From an optimization exercise on the open Yosys and OpenROAD flow, aimed at small area, a short achievable clock period and few clock cycles per item; shortcuts taken in it are not production practice.
Only simulation tests tie the RTL to the original design; equivalence was not proved.
Power and IR drop assume default switching activity.

==> inputs of build 49 <==
## axi_burst_slave
module axi_burst_slave #(
   parameter axi_burst_pkg::addr_t BASE_ADDR = 32'h0000_0000,
   parameter axi_burst_pkg::addr_t HIGH_ADDR = 32'h0000_02FF
) (
   input  logic                  ACLK,
   input  logic                  ARESETN,
   input  axi_burst_pkg::id_t    awid,
   input  axi_burst_pkg::addr_t  awaddr,
   input  axi_burst_pkg::len_t   awlen,
   input  axi_burst_pkg::size_t  awsize,
   input  axi_burst_pkg::burst_t awburst,
   input  logic                  awvalid,
   output logic                  awready,
   input  axi_burst_pkg::data_t  wdata,
   input  axi_burst_pkg::strb_t  wstrb,
   input  logic                  wlast,
   input  logic                  wvalid,
   output logic                  wready,
   output axi_burst_pkg::id_t    bid,
   output axi_burst_pkg::resp_t  bresp,
   output logic                  bvalid,
   input  logic                  bready,
   input  axi_burst_pkg::id_t    arid,
   input  axi_burst_pkg::addr_t  araddr,
   input  axi_burst_pkg::len_t   arlen,
   input  axi_burst_pkg::size_t  arsize,
   input  axi_burst_pkg::burst_t arburst,
   input  logic                  arvalid,
   output logic                  arready,
   output axi_burst_pkg::id_t    rid,
   output axi_burst_pkg::data_t  rdata,
  ...
==> module word_mem, before the edit <==
module word_mem #(
   parameter int DEPTH = 192
) (
   input  logic                 ACLK,
   input  logic                 we,
   input  logic [7:0]           windex,
   input  axi_burst_pkg::data_t wdata,
   input  axi_burst_pkg::strb_t wstrb,
   input  logic [5:0]           rsel_hi,
   input  logic [31:0]          rsel_lo,
   output axi_burst_pkg::data_t rdata
);
   axi_burst_pkg::data_t mem [DEPTH];
   logic                 we_q;
   logic [7:0]           windex_q;
   axi_burst_pkg::data_t wdata_q;
   axi_burst_pkg::strb_t wstrb_q;
   always_ff @(posedge ACLK)
   begin
      we_q <= we;
      if (we)
      begin
         windex_q <= windex;
         wdata_q  <= wdata;
         wstrb_q  <= wstrb;
      end
   end
   always_ff @(posedge ACLK)
   begin
      if (we_q)
      begin
         for (int b = 0; b < axi_burst_pkg::STRB_W; b++)
         begin
            if (wstrb_q[b])
               mem[windex_q][8*b +: 8] <= wdata_q[8*b +: 8];
         end
      end
   end
   axi_burst_pkg::data_t grp [6];
   always_comb
   begin
      rdata = '0;
      for (int g = 0; g < 6; g++)
      begin
         grp[g] = '0;
         for (int j = 0; j < 32; j++)
            grp[g] = grp[g] | (mem[32*g+j] & {32{rsel_lo[j]}});
         rdata = rdata | (grp[g] & {32{rsel_hi[g]}});
      end
   end
endmodule
Settings: LEC_CHECK=0, ABC_CLOCK_PERIOD_IN_PS=3200, CAP_MARGIN=20, CORE_MARGIN=2, CORE_UTILIZATION=40, SETUP_SLACK_MARGIN=3.5, SLEW_MARGIN=20, SYNTH_MEMORY_MAX_BITS=16384; clock period 7.0 ns.
run.sh (not shown) runs the stock make flow with config.mk's settings and CLKGATE_MAP_FILE= SYNTH_SCRIPT=/design/flow/synth_recipe.tcl, a recipe that flattens the netlist after the stock synthesis.
==> build 13 (differences from build 49) <==
--- a/flow/design.v
+++ b/flow/design.v
@@ -194,41 +194,53 @@
    input  logic [31:0]          rsel_lo,
    output axi_burst_pkg::data_t rdata
 );
-   axi_burst_pkg::data_t mem [DEPTH];
-   logic                 we_q;
-   logic [7:0]           windex_q;
+   localparam int GROUPS = DEPTH / 32;
+   logic [GROUPS-1:0]    whi_q;
+   logic [31:0]          wlo_n;    
+   logic [GROUPS*4-1:0]  whb_n;    
+   axi_burst_pkg::strb_t wbe_q;
    axi_burst_pkg::data_t wdata_q;
-   axi_burst_pkg::strb_t wstrb_q;
    always_ff @(posedge ACLK)
    begin
-      we_q <= we;
+      wbe_q <= we ? wstrb : '0;
       if (we)
       begin
-         windex_q <= windex;
-         wdata_q  <= wdata;
-         wstrb_q  <= wstrb;
+         for (int g = 0; g < GROUPS; g++)
+            whi_q[g] <= (windex[7:5] == 3'(g));
+         for (int j = 0; j < 32; j++)
+            wlo_n[j] <= (windex[4:0] != 5'(j));
+         wdata_q <= wdata;
       end
    end
-   always_ff @(posedge ACLK)
+   always_comb
    begin
-      if (we_q)
+      for (int g = 0; g < GROUPS; g++)
+         for (int b = 0; b < 4; b++)
+            whb_n[4*g+b] = !(whi_q[g] && wbe_q[b]);
+   end
+   logic [DEPTH-1:0][31:0] words;
+   for (genvar i = 0; i < DEPTH; i++)
+   begin : g_word
+      logic [31:0] q;
+      always_ff @(posedge ACLK)
       begin
          for (int b = 0; b < axi_burst_pkg::STRB_W; b++)
          begin
-            if (wstrb_q[b])
-               mem[windex_q][8*b +: 8] <= wdata_q[8*b +: 8];
+            if (!(whb_n[4*(i/32)+b] || wlo_n[i % 32]))
+               q[8*b +: 8] <= wdata_q[8*b +: 8];
          end
       end
+      assign words[i] = q;
    end
-   axi_burst_pkg::data_t grp [6];
+   axi_burst_pkg::data_t grp [GROUPS];
    always_comb
    begin
       rdata = '0;
-      for (int g = 0; g < 6; g++)
+      for (int g = 0; g < GROUPS; g++)
       begin
          grp[g] = '0;
          for (int j = 0; j < 32; j++)
-            grp[g] = grp[g] | (mem[32*g+j] & {32{rsel_lo[j]}});
+            grp[g] = grp[g] | (words[32*g+j] & {32{rsel_lo[j]}});
          rdata = rdata | (grp[g] & {32{rsel_hi[g]}});
       end
    end
==> flow/config.mk (replaced) <==
export PLATFORM = sky130hd
export DESIGN_NAME = axi_burst_slave
export DESIGN_NICKNAME = axi_burst_slave
export VERILOG_FILES = /design/flow/design.v
export SDC_FILE = /design/flow/constraint.sdc
export NUM_CORES = 4
export LEC_CHECK = 0
export ABC_CLOCK_PERIOD_IN_PS = 3000
export CAP_MARGIN = 20
export CORE_MARGIN = 2
export CORE_UTILIZATION = 60
export CTS_CLUSTER_DIAMETER = 80
export CTS_CLUSTER_SIZE = 26
export PLACE_DENSITY = 0.68
export SETUP_SLACK_MARGIN = 3.9
export SLEW_MARGIN = 20
export SYNTH_MEMORY_MAX_BITS = 16384
==> impl_results.md <==
- Inst Count DP: 17.6k
- Sink Count: 6434
- Worst setup path end: rdata[7]
- Seq pwr: 42.6 mW
- Core Box Area: 0.386 mm²
- Switching share of power: 23.7%
- Design Area, Final: 0.253 mm²
- Cts bufs inserted: 288
- Critical path origin: i_axi_read_ctrl.rdata[7]
- Fraction of area in multi-input gates: 15.2%
- DR WL/cell: 44.0 µm
- Gp weighted congestion: 0.921
- Outcome: complete, no violations
Source of the figures above: build 13

==> impl_results.md <==
- Fraction of area in multi-input gates: 14.6%
- Switching share of power: 23.4%
- Inst Count DP: 20.5k
- Design Area, Final: 0.268 mm²
- Outcome: complete, no violations
- Gp weighted congestion: 1.00
- DR WL/cell: 38.3 µm
- Core Box Area: 0.578 mm²
- Seq pwr: 42.4 mW
- Critical path origin: i_axi_read_ctrl.i_burst_addr_gen.sel_lo[5]
Source of the figures above: build 49

Testbench counts of build 49, summed over its fixed seeds: cycles 12,180, beats 21,616.
Testbench counts of build 13, summed over its fixed seeds: cycles 12,180, beats 21,616.

[what the ideal ports hide]
How much do the figures lean on ideal ports? The routed layouts below were timed once more, with nothing changed but the port constraints.
Step 1 (the two cells are an assumption about what drives the block):
set clk [get_ports {ACLK}]
set_driving_cell -lib_cell sky130_fd_sc_hd__clkbuf_16 $clk
set_driving_cell -lib_cell sky130_fd_sc_hd__buf_2 [delete_from_list [all_inputs] $clk]
Step 2 times the ports against the registers' clock, not the clock port: input delays grow and output delays shrink by t, the midpoint of the rising clock arrivals with the driver on.
Three values: ideal, step 1, step 2; two values: the first two.
| run | t, ns | setup slack, ns | hold slack, ns |
|---|---|---|---|
| build 49 | 1.225 | 3.355 / 3.355 / 2.767 | 0.421 / 0.421 / 0.421 |
| build 13 | 1.122 | 3.600 / 3.472 / 3.077 | 0.428 / 0.428 / 0.428 |
After both steps setup and hold are still met in every run listed. The setup slack of build 49, which loses most, moves by 0.000 ns with the drivers and by -0.588 ns with both steps.
